Source: an optimization exercise on an open RTL-to-GDS flow (aim: small area, a short achievable clock period and few clock cycles). Production flows keep margins and buffers that such runs may drop.
RTL that was checked went through simulation tests only; none was proved equivalent to the original.
No activity file was given, so power comes from the tool's default toggle rates.

==> flow/design.v (excerpt) <==
module cpu #(
	parameter cpu_pkg::word_t reset_pc = 32'h0000_0000
) (
	input logic clock,
	input logic reset,
	output cpu_pkg::word_t instr_addr,
	input cpu_pkg::word_t instr_data,
	output cpu_pkg::word_t data_addr,
	output cpu_pkg::word_t data_wdata,
	output logic data_wen,
	output logic data_ren,
	input cpu_pkg::word_t data_rdata
);
Size: roughly 4200 cells after synthesis, roughly 1200 flip-flops, ~160 I/O pins.
==> flow/config.mk <==
export PLATFORM = sky130hd
export DESIGN_NAME = cpu
export DESIGN_NICKNAME = cpu
export VERILOG_FILES = /design/flow/design.v
export SDC_FILE = /design/flow/constraint.sdc
export NUM_CORES = 4
export LEC_CHECK = 0
export ABC_CLOCK_PERIOD_IN_PS = 3000
export CAP_MARGIN = 20
export CELL_PAD_IN_SITES_DETAIL_PLACEMENT = 1
export CELL_PAD_IN_SITES_GLOBAL_PLACEMENT = 2
export CORE_MARGIN = 2
export CORE_UTILIZATION = 45
export CTS_BUF_LIST = sky130_fd_sc_hd__clkbuf_4 sky130_fd_sc_hd__clkbuf_8
export PLACE_DENSITY = 0.55
export SETUP_SLACK_MARGIN = 4.0
export SLEW_MARGIN = 20
export TNS_END_PERCENT = 10
==> flow/constraint.sdc <==
create_clock -name core_clock -period 7.0 [get_ports {clock}]
set_input_delay 1.4000 -clock core_clock [delete_from_list [all_inputs] [get_ports {clock}]]
set_output_delay 1.4000 -clock core_clock [all_outputs]
set_load 0.01 [all_outputs]
standard.sh (not shown) runs the stock make flow with config.mk's settings and CLKGATE_MAP_FILE= SYNTH_SCRIPT=/design/flow/synth_recipe.tcl, a recipe that flattens the netlist after the stock synthesis.
==> flow/flow/run.sh <==
#!/bin/bash
# The standard layout (the standard.sh, all ORFS steps through finish),
# with two changes:
#  - the buffers that buffer_ports puts on every input and output port are
#    buf_4 cells instead of the delay cell it picks on its own;
#  - clock tree synthesis adds no dummy loads (the ORFS arguments otherwise).
# ORFS writes each step's log under orfs/logs/; make's own output goes to
# flow_make.log here.
set -euo pipefail
bash standard.sh 'BUFFER_PORTS_ARGS=-buffer_cell sky130_fd_sc_hd__buf_4' \
	'CTS_ARGS=-sink_clustering_enable -repair_clock_nets -dont_use_dummy_load -buf_list {sky130_fd_sc_hd__clkbuf_4 sky130_fd_sc_hd__clkbuf_8}' \
	finish > flow_make.log 2>&1
Testbench counts at the start, summed over its fixed seeds: cycles 142,315.
Rerun with:
--- a/flow/design.v
+++ b/flow/design.v
@@ -185,18 +185,18 @@
 		end
 	end
 	assign rf_a = (rs1 == '0) ? '0 : rf[rs1];
 	assign rf_b = (rs2 == '0) ? '0 : rf[rs2];
 	assign fwd_xa = x_valid && x_wr && x_rd == rs1;
 	assign fwd_xb = x_valid && x_wr && x_rd == rs2;
 	assign fwd_ma = m_wr && m_rd == rs1;
 	assign fwd_mb = m_wr && m_rd == rs2;
-	assign rs1_val = fwd_ma ? m_val : rf_a;
-	assign rs2_val = fwd_mb ? m_val : rf_b;
+	assign rs1_val = fwd_xa ? alu : (fwd_ma ? m_val : rf_a);
+	assign rs2_val = fwd_xb ? alu : (fwd_mb ? m_val : rf_b);
 	assign wr = (is_op || is_opi || is_ld || is_jal) && rd != '0;
 	assign sub = is_op && ((ins[14:12] == 3'b000 && ins[30]) || ins[14:12] == 3'b010);
 	always_comb begin
 		fn = cpu_pkg::fn_add;
 		if (is_op) begin
 			case (ins[14:12])
 				3'b010: fn = cpu_pkg::fn_slt;
 				3'b100: fn = cpu_pkg::fn_xor;
@@ -219,25 +219,13 @@
 		x_ld <= is_ld;
 		x_st <= is_st;
 		x_br <= is_br;
 		x_wr <= wr;
 		x_pred <= pred;
 		x_sub <= sub;
 		x_fn <= fn;
 		x_rd <= rd;
-		if (fwd_xa && !is_jal) begin
-			x_a <= alu;
-		end else begin
-			x_a <= is_jal ? '0 : rs1_val;
-		end
-		if (fwd_xb && (is_op || is_br)) begin
-			x_b <= alu ^ {32{sub}};
-		end else begin
-			x_b <= (is_op || is_br) ? (rs2_val ^ {32{sub}}) : (is_jal ? pc4 : (is_st ? imm_s : imm_i));
-		end
-		if (fwd_xb && is_st) begin
-			x_c <= alu;
-		end else begin
-			x_c <= is_st ? rs2_val : (pred ? pc4 : target);
-		end
+		x_a <= is_jal ? '0 : rs1_val;
+		x_b <= (is_op || is_br) ? (rs2_val ^ {32{sub}}) : (is_jal ? pc4 : (is_st ? imm_s : imm_i));
+		x_c <= is_st ? rs2_val : (pred ? pc4 : target);
 	end
 endmodule
Via count falls by 1.5%. Wire length went down by 4.0%. Count of clock-buffer cells in the layout went down by 1. Synthesized area goes down by 0.64%. Final area is lower by 2.2%.
Testbench counts after the change, summed over its fixed seeds: cycles 142,315.

cpu again, from the RTL that the note above started with.
clock: 7.0 ns
lec_check: 0
abc_area: 1
abc_clock_period_in_ps: 3000
cap_margin: 20
cell_pad_in_sites_detail_placement: 1
cell_pad_in_sites_global_placement: 2
core_margin: 2
core_utilization: 45
cts_buf_list: sky130_fd_sc_hd__clkbuf_4 sky130_fd_sc_hd__clkbuf_8
place_density: 0.55
setup_slack_margin: 4.0
slew_margin: 20
tns_end_percent: 10
Scripts as last shown in full above: flow/flow/run.sh
The baseline finished with timing, DRC and antenna clean.
Testbench counts at the start, summed over its fixed seeds: cycles 142,315.
==> next run, changes <==
--- a/flow/design.v
+++ b/flow/design.v
@@ -184,20 +184,20 @@
 			pc_next = pc4;
 		end
 	end
 	assign rf_a = (rs1 == '0) ? '0 : rf[rs1];
 	assign rf_b = (rs2 == '0) ? '0 : rf[rs2];
 	assign fwd_xa = x_valid && x_wr && x_rd == rs1;
 	assign fwd_xb = x_valid && x_wr && x_rd == rs2;
 	assign fwd_ma = m_wr && m_rd == rs1;
 	assign fwd_mb = m_wr && m_rd == rs2;
-	assign rs1_val = fwd_ma ? m_val : rf_a;
-	assign rs2_val = fwd_mb ? m_val : rf_b;
+	assign rs1_val = fwd_xa ? alu : (fwd_ma ? m_val : rf_a);
+	assign rs2_val = fwd_xb ? alu : (fwd_mb ? m_val : rf_b);
 	assign wr = (is_op || is_opi || is_ld || is_jal) && rd != '0;
 	assign sub = is_op && ((ins[14:12] == 3'b000 && ins[30]) || ins[14:12] == 3'b010);
 	always_comb begin
 		fn = cpu_pkg::fn_add;
 		if (is_op) begin
 			case (ins[14:12])
 				3'b010: fn = cpu_pkg::fn_slt;
 				3'b100: fn = cpu_pkg::fn_xor;
 				3'b110: fn = cpu_pkg::fn_or;
@@ -218,26 +218,14 @@
 	always_ff @(posedge clock) begin
 		x_ld <= is_ld;
 		x_st <= is_st;
 		x_br <= is_br;
 		x_wr <= wr;
 		x_pred <= pred;
 		x_sub <= sub;
 		x_fn <= fn;
 		x_rd <= rd;
-		if (fwd_xa && !is_jal) begin
-			x_a <= alu;
-		end else begin
-			x_a <= is_jal ? '0 : rs1_val;
-		end
-		if (fwd_xb && (is_op || is_br)) begin
-			x_b <= alu ^ {32{sub}};
-		end else begin
-			x_b <= (is_op || is_br) ? (rs2_val ^ {32{sub}}) : (is_jal ? pc4 : (is_st ? imm_s : imm_i));
-		end
-		if (fwd_xb && is_st) begin
-			x_c <= alu;
-		end else begin
-			x_c <= is_st ? rs2_val : (pred ? pc4 : target);
-		end
+		x_a <= is_jal ? '0 : rs1_val;
+		x_b <= (is_op || is_br) ? (rs2_val ^ {32{sub}}) : (is_jal ? pc4 : (is_st ? imm_s : imm_i));
+		x_c <= is_st ? rs2_val : (pred ? pc4 : target);
 	end
 endmodule
Hold slack gets better by 16 ps.
Synthesized cell count goes down by 4.7%.
Power fell by about 0.5%.
Synthesized area fell by 1.0%.
Final cell count fell by 3.8%.
Fmax is lower by about 4%.
Setup slack is worse by 130 ps.
First-iteration DRC count decreases by 9.1%.
Clock-buffer cell count does not change.
Testbench counts after the change, summed over its fixed seeds: cycles 142,315.

The RTL this note starts from:
==> flow/design.v <==
package cpu_pkg;
	typedef logic [31:0] word_t;
	typedef logic [4:0] reg_addr_t;
	typedef enum logic [6:0] {
		opc_op     = 7'b0110011,
		opc_op_imm = 7'b0010011,
		opc_load   = 7'b0000011,
		opc_store  = 7'b0100011,
		opc_branch = 7'b1100011,
		opc_jal    = 7'b1101111
	} opcode_e;
	typedef enum logic [2:0] {
		fn_add,
		fn_slt,
		fn_xor,
		fn_or,
		fn_and
	} alu_fn_e;
endpackage
`timescale 1ns/1ps
module cpu #(
	parameter cpu_pkg::word_t reset_pc = 32'h0000_0000
) (
	input logic clock,
	input logic reset,
	output cpu_pkg::word_t instr_addr,
	input cpu_pkg::word_t instr_data,
	output cpu_pkg::word_t data_addr,
	output cpu_pkg::word_t data_wdata,
	output logic data_wen,
	output logic data_ren,
	input cpu_pkg::word_t data_rdata
);
	cpu_pkg::word_t pc;
	logic x_valid;
	logic x_ld;
	logic x_st;
	logic x_br;
	logic x_wr;       
	logic x_pred;     
	logic x_jal;
	logic x_fix;      
	cpu_pkg::word_t x_pc;
	logic x_sub;
	cpu_pkg::alu_fn_e x_fn;
	cpu_pkg::reg_addr_t x_rd;
	cpu_pkg::word_t x_a;   
	cpu_pkg::word_t x_b;   
	cpu_pkg::word_t x_c;   
	logic x_ma;       
	logic x_mb;       
	logic x_mc;       
	logic m_ren;
	logic m_wen;
	logic m_wr;
	logic m_ld;
	logic m_redirect;  
	cpu_pkg::reg_addr_t m_rd;
	cpu_pkg::word_t m_res;
	cpu_pkg::word_t m_wdata;  
	cpu_pkg::word_t rf [1:31];
	cpu_pkg::word_t m_val;
	assign data_addr = m_res;
	assign data_wdata = m_wdata;
	assign data_ren = m_ren;
	assign data_wen = m_wen;
	assign m_val = m_ld ? data_rdata : m_res;
	always_ff @(posedge clock) begin
		if (m_wr) begin
			rf[m_rd] <= m_val;
		end
	end
	cpu_pkg::word_t op_a;
	cpu_pkg::word_t op_b;
	cpu_pkg::word_t st_data;
	logic [32:0] sum_c;
	cpu_pkg::word_t sum;
	logic lt;
	cpu_pkg::word_t alu;
	logic eq;
	logic mispredict;
	cpu_pkg::word_t tgt_full;
	cpu_pkg::word_t tgt_seq;
	assign op_a = x_ma ? m_res : x_a;
	assign op_b = x_mb ? (m_res ^ {32{x_sub}}) : x_b;
	assign st_data = x_mc ? m_res : x_c;
	assign sum_c = {op_a, 1'b1} + {op_b, x_sub};
	assign sum = sum_c[32:1];
	assign lt = (op_a[31] == op_b[31]) ? op_a[31] : sum[31];
	always_comb begin
		case (x_fn)
			cpu_pkg::fn_slt: alu = {31'b0, lt};
			cpu_pkg::fn_xor: alu = op_a ^ op_b;
			cpu_pkg::fn_or: alu = op_a | op_b;
			cpu_pkg::fn_and: alu = op_a & op_b;
			default: alu = sum;
		endcase
	end
	assign eq = op_a == op_b;
	assign tgt_full = x_pc + x_c;
	assign tgt_seq = x_pc + 32'd4;
	assign mispredict = x_valid && ((x_br && (eq != x_pred)) || (x_fix && (x_jal || eq)));
	always_ff @(posedge clock or negedge reset) begin
		if (!reset) begin
			m_ren <= 1'b0;
			m_wen <= 1'b0;
			m_wr <= 1'b0;
			m_redirect <= 1'b0;
		end else begin
			m_ren <= x_valid && x_ld;
			m_wen <= x_valid && x_st;
			m_wr <= x_valid && x_wr;
			m_redirect <= mispredict;
		end
	end
	always_ff @(posedge clock) begin
		m_ld <= x_ld;
		m_rd <= x_rd;
		m_res <= alu;
		if (x_br || x_jal) begin
			m_wdata <= (x_br && !eq) ? tgt_seq : tgt_full;
		end else begin
			m_wdata <= st_data;
		end
	end
	cpu_pkg::word_t ins;
	logic [6:0] opc;
	cpu_pkg::reg_addr_t rs1;
	cpu_pkg::reg_addr_t rs2;
	cpu_pkg::reg_addr_t rd;
	logic is_op;
	logic is_opi;
	logic is_ld;
	logic is_st;
	logic is_br;
	logic is_jal;
	logic uses_rs1;
	logic uses_rs2;
	logic use_b;
	logic pred;
	logic stall;
	logic hold;
	cpu_pkg::word_t imm_i;
	cpu_pkg::word_t imm_s;
	cpu_pkg::word_t imm_b;
	cpu_pkg::word_t imm_j;
	cpu_pkg::word_t pc4;
	logic [13:0] low_b;
	logic [13:0] low_j;
	logic fix_b;
	logic fix_j;
	cpu_pkg::word_t rf_a;
	cpu_pkg::word_t rf_b;
	logic ma;
	logic mb;
	logic wa;
	logic wb;
	cpu_pkg::word_t rs1_val;
	cpu_pkg::word_t rs2_val;
	cpu_pkg::word_t pc_next;
	logic wr;
	logic sub;
	cpu_pkg::alu_fn_e fn;
	assign ins = instr_data;
	assign instr_addr = pc;
	assign opc = ins[6:0];
	assign rs1 = ins[19:15];
	assign rs2 = ins[24:20];
	assign rd = ins[11:7];
	assign is_op = opc == cpu_pkg::opc_op;
	assign is_opi = opc == cpu_pkg::opc_op_imm;
	assign is_ld = opc == cpu_pkg::opc_load;
	assign is_st = opc == cpu_pkg::opc_store;
	assign is_br = opc == cpu_pkg::opc_branch;
	assign is_jal = opc == cpu_pkg::opc_jal;
	assign uses_rs1 = is_op || is_opi || is_ld || is_st || is_br;
	assign uses_rs2 = is_op || is_st || is_br;
	assign use_b = is_op || is_br;
	assign imm_i = {{20{ins[31]}}, ins[31:20]};
	assign imm_s = {{20{ins[31]}}, ins[31:25], ins[11:7]};
	assign imm_b = {{19{ins[31]}}, ins[31], ins[7], ins[30:25], ins[11:8], 1'b0};
	assign imm_j = {{11{ins[31]}}, ins[31], ins[19:12], ins[20], ins[30:21], 1'b0};
	assign pred = ins[31] || rs1 == rs2;
	assign pc4 = pc + 32'd4;
	assign low_b = {1'b0, pc[12:0]} + {1'b0, imm_b[12:0]};
	assign low_j = {1'b0, pc[12:0]} + {1'b0, imm_j[12:0]};
	assign fix_b = low_b[13] != ins[31];
	assign fix_j = !((!low_j[13] && imm_j[31:13] == '0) || (low_j[13] && imm_j[31:13] == '1));
	assign stall = x_valid && x_ld && x_wr &&
		((uses_rs1 && x_rd == rs1) || (uses_rs2 && x_rd == rs2));
	assign hold = mispredict || m_redirect;
	always_comb begin
		if (m_redirect) begin
			pc_next = m_wdata;
		end else if (stall) begin
			pc_next = pc;
		end else if (is_jal) begin
			pc_next = {pc[31:13], low_j[12:0]};
		end else if (is_br && pred) begin
			pc_next = {pc[31:13], low_b[12:0]};
		end else begin
			pc_next = pc4;
		end
	end
	assign rf_a = (rs1 == '0) ? '0 : rf[rs1];
	assign rf_b = (rs2 == '0) ? '0 : rf[rs2];
	assign ma = x_valid && x_wr && x_rd == rs1;
	assign mb = x_valid && x_wr && x_rd == rs2;
	assign wa = m_wr && m_rd == rs1;
	assign wb = m_wr && m_rd == rs2;
	assign rs1_val = wa ? m_val : rf_a;
	assign rs2_val = wb ? m_val : rf_b;
	assign wr = (is_op || is_opi || is_ld || is_jal) && rd != '0;
	assign sub = is_op && ((ins[14:12] == 3'b000 && ins[30]) || ins[14:12] == 3'b010);
	always_comb begin
		fn = cpu_pkg::fn_add;
		if (is_op) begin
			case (ins[14:12])
				3'b010: fn = cpu_pkg::fn_slt;
				3'b100: fn = cpu_pkg::fn_xor;
				3'b110: fn = cpu_pkg::fn_or;
				3'b111: fn = cpu_pkg::fn_and;
				default: fn = cpu_pkg::fn_add;
			endcase
		end
	end
	always_ff @(posedge clock or negedge reset) begin
		if (!reset) begin
			pc <= reset_pc;
			x_valid <= 1'b0;
		end else begin
			pc <= pc_next;
			x_valid <= !hold && !stall;
		end
	end
	always_ff @(posedge clock) begin
		x_ld <= is_ld;
		x_st <= is_st;
		x_br <= is_br;
		x_wr <= wr;
		x_pred <= pred;
		x_jal <= is_jal;
		x_fix <= (is_jal && fix_j) || (is_br && pred && fix_b);
		x_pc <= pc;
		x_sub <= sub;
		x_fn <= fn;
		x_rd <= rd;
		x_ma <= ma && !is_jal;
		x_mb <= mb && use_b;
		x_mc <= mb;
		x_a <= is_jal ? '0 : rs1_val;
		x_b <= use_b ? (rs2_val ^ {32{sub}}) : (is_jal ? pc4 : (is_st ? imm_s : imm_i));
		x_c <= is_st ? rs2_val : (is_jal ? imm_j : imm_b);
	end
endmodule
Settings: LEC_CHECK=0, ABC_CLOCK_PERIOD_IN_PS=3000, CAP_MARGIN=20, CELL_PAD_IN_SITES_DETAIL_PLACEMENT=1, CELL_PAD_IN_SITES_GLOBAL_PLACEMENT=2, CORE_MARGIN=2, CORE_UTILIZATION=35, CTS_BUF_LIST=sky130_fd_sc_hd__clkbuf_4 sky130_fd_sc_hd__clkbuf_8, PLACE_DENSITY=0.5, SETUP_SLACK_MARGIN=3.6, SLEW_MARGIN=20, TNS_END_PERCENT=10; clock period 7.0 ns.
run.sh (not shown) runs the stock make flow with config.mk's settings and CLKGATE_MAP_FILE= SYNTH_SCRIPT=/design/flow/synth_recipe.tcl, a recipe that flattens the netlist after the stock synthesis.
Stock flow here: none of the scripts above is used.
Then changed:
--- a/flow/design.v
+++ b/flow/design.v
@@ -49,16 +49,20 @@
 	cpu_pkg::word_t x_c;   
 	logic x_ma;       
 	logic x_mb;       
 	logic x_mc;       
+	logic x_wa;       
+	logic x_wb;
+	logic x_wc;
 	logic m_ren;
 	logic m_wen;
 	logic m_wr;
 	logic m_ld;
 	logic m_redirect;  
 	cpu_pkg::reg_addr_t m_rd;
 	cpu_pkg::word_t m_res;
 	cpu_pkg::word_t m_wdata;  
+	cpu_pkg::word_t w_val;    
 	cpu_pkg::word_t rf [1:31];
 	cpu_pkg::word_t m_val;
 	assign data_addr = m_res;
 	assign data_wdata = m_wdata;
@@ -68,8 +72,9 @@
 	always_ff @(posedge clock) begin
 		if (m_wr) begin
 			rf[m_rd] <= m_val;
 		end
+		w_val <= m_val;
 	end
 	cpu_pkg::word_t op_a;
 	cpu_pkg::word_t op_b;
 	cpu_pkg::word_t st_data;
@@ -80,11 +85,11 @@
 	logic eq;
 	logic mispredict;
 	cpu_pkg::word_t tgt_full;
 	cpu_pkg::word_t tgt_seq;
-	assign op_a = x_ma ? m_res : x_a;
-	assign op_b = x_mb ? (m_res ^ {32{x_sub}}) : x_b;
-	assign st_data = x_mc ? m_res : x_c;
+	assign op_a = x_ma ? m_res : (x_wa ? w_val : x_a);
+	assign op_b = x_mb ? (m_res ^ {32{x_sub}}) : (x_wb ? (w_val ^ {32{x_sub}}) : x_b);
+	assign st_data = x_mc ? m_res : (x_wc ? w_val : x_c);
 	assign sum_c = {op_a, 1'b1} + {op_b, x_sub};
 	assign sum = sum_c[32:1];
 	assign lt = (op_a[31] == op_b[31]) ? op_a[31] : sum[31];
 	always_comb begin
@@ -154,10 +159,8 @@
 	logic ma;
 	logic mb;
 	logic wa;
 	logic wb;
-	cpu_pkg::word_t rs1_val;
-	cpu_pkg::word_t rs2_val;
 	cpu_pkg::word_t pc_next;
 	logic wr;
 	logic sub;
 	cpu_pkg::alu_fn_e fn;
@@ -207,10 +210,8 @@
 	assign ma = x_valid && x_wr && x_rd == rs1;
 	assign mb = x_valid && x_wr && x_rd == rs2;
 	assign wa = m_wr && m_rd == rs1;
 	assign wb = m_wr && m_rd == rs2;
-	assign rs1_val = wa ? m_val : rf_a;
-	assign rs2_val = wb ? m_val : rf_b;
 	assign wr = (is_op || is_opi || is_ld || is_jal) && rd != '0;
 	assign sub = is_op && ((ins[14:12] == 3'b000 && ins[30]) || ins[14:12] == 3'b010);
 	always_comb begin
 		fn = cpu_pkg::fn_add;
@@ -247,9 +248,12 @@
 		x_rd <= rd;
 		x_ma <= ma && !is_jal;
 		x_mb <= mb && use_b;
 		x_mc <= mb;
-		x_a <= is_jal ? '0 : rs1_val;
-		x_b <= use_b ? (rs2_val ^ {32{sub}}) : (is_jal ? pc4 : (is_st ? imm_s : imm_i));
-		x_c <= is_st ? rs2_val : (is_jal ? imm_j : imm_b);
+		x_wa <= wa && !is_jal;
+		x_wb <= wb && use_b;
+		x_wc <= wb;
+		x_a <= is_jal ? '0 : rf_a;
+		x_b <= use_b ? (rf_b ^ {32{sub}}) : (is_jal ? pc4 : (is_st ? imm_s : imm_i));
+		x_c <= is_st ? rf_b : (is_jal ? imm_j : imm_b);
 	end
 endmodule
Utilization stays flat.
Wire length rises by 4.6%.
Die area rises by 2.1%.
Clock skew barely changes.
Synthesized cell count grows by 1.8%.
Worst setup slack improves by 0.041 ns.
Global-route usage grows by 0.78 points.
Final area went up by 2.5%.
Sequential share of layout area drops by 0.29 points.
Count of clock-buffer cells in the layout falls by 2.
Worst hold slack improves by 0.055 ns.
No run of this note included a check of the RTL's function; only the layout flow was run.

separate check: timing with driven ports:
In the flow no input, the clock included, has a driving cell. The finished layouts below were timed again as built, in two steps. Step 1 (the two cells are an assumption about what drives the block):
set clk [get_ports {clock}]
set_driving_cell -lib_cell sky130_fd_sc_hd__clkbuf_16 $clk
set_driving_cell -lib_cell sky130_fd_sc_hd__buf_2 [delete_from_list [all_inputs] $clk]
Step 2 times the ports against the registers' clock, not the clock port: input delays grow and output delays shrink by t, the midpoint of the rising clock arrivals with the driver on. a / b / c = no drivers / after step 1 / after step 2; a / b = the first two.
| run | t (ns) | slack for setup (ns) | hold WS [ns] | latest minus earliest clock arrival (ns) | cell pins on the clock port's net |
|---|---|---|---|---|---|
| the first run of note 1 | 1.014 | 3.645 / 3.334 / 2.319 | 0.360 / 0.360 / 0.360 | 0.109 / 0.109 | 1 |
| the second run of note 1 | 0.974 | 3.533 / 3.266 / 2.292 | 0.350 / 0.350 / 0.350 | 0.080 / 0.080 | 1 |
| the first run of note 2 | 0.994 | 3.849 / 3.804 / 2.811 | 0.351 / 0.351 / 0.351 | 0.096 / 0.097 | 1 |
| the second run of note 2 | 1.008 | 3.720 / 3.441 / 2.434 | 0.368 / 0.368 / 0.368 | 0.121 / 0.121 | 1 |
| the first run of note 3 | 1.066 | 3.368 / 3.383 / 2.317 | 0.339 / 0.339 / 0.339 | 0.056 / 0.056 | 1 |
| the second run of note 3 | 1.055 | 3.409 / 3.369 / 2.384 | 0.394 / 0.394 / 0.394 | 0.053 / 0.053 | 1 |
After both steps setup and hold are still met in every run listed. For the first run of note 1, which loses most, drivers alone change the setup slack by -0.311 ns; drivers and shift together by -1.326 ns.
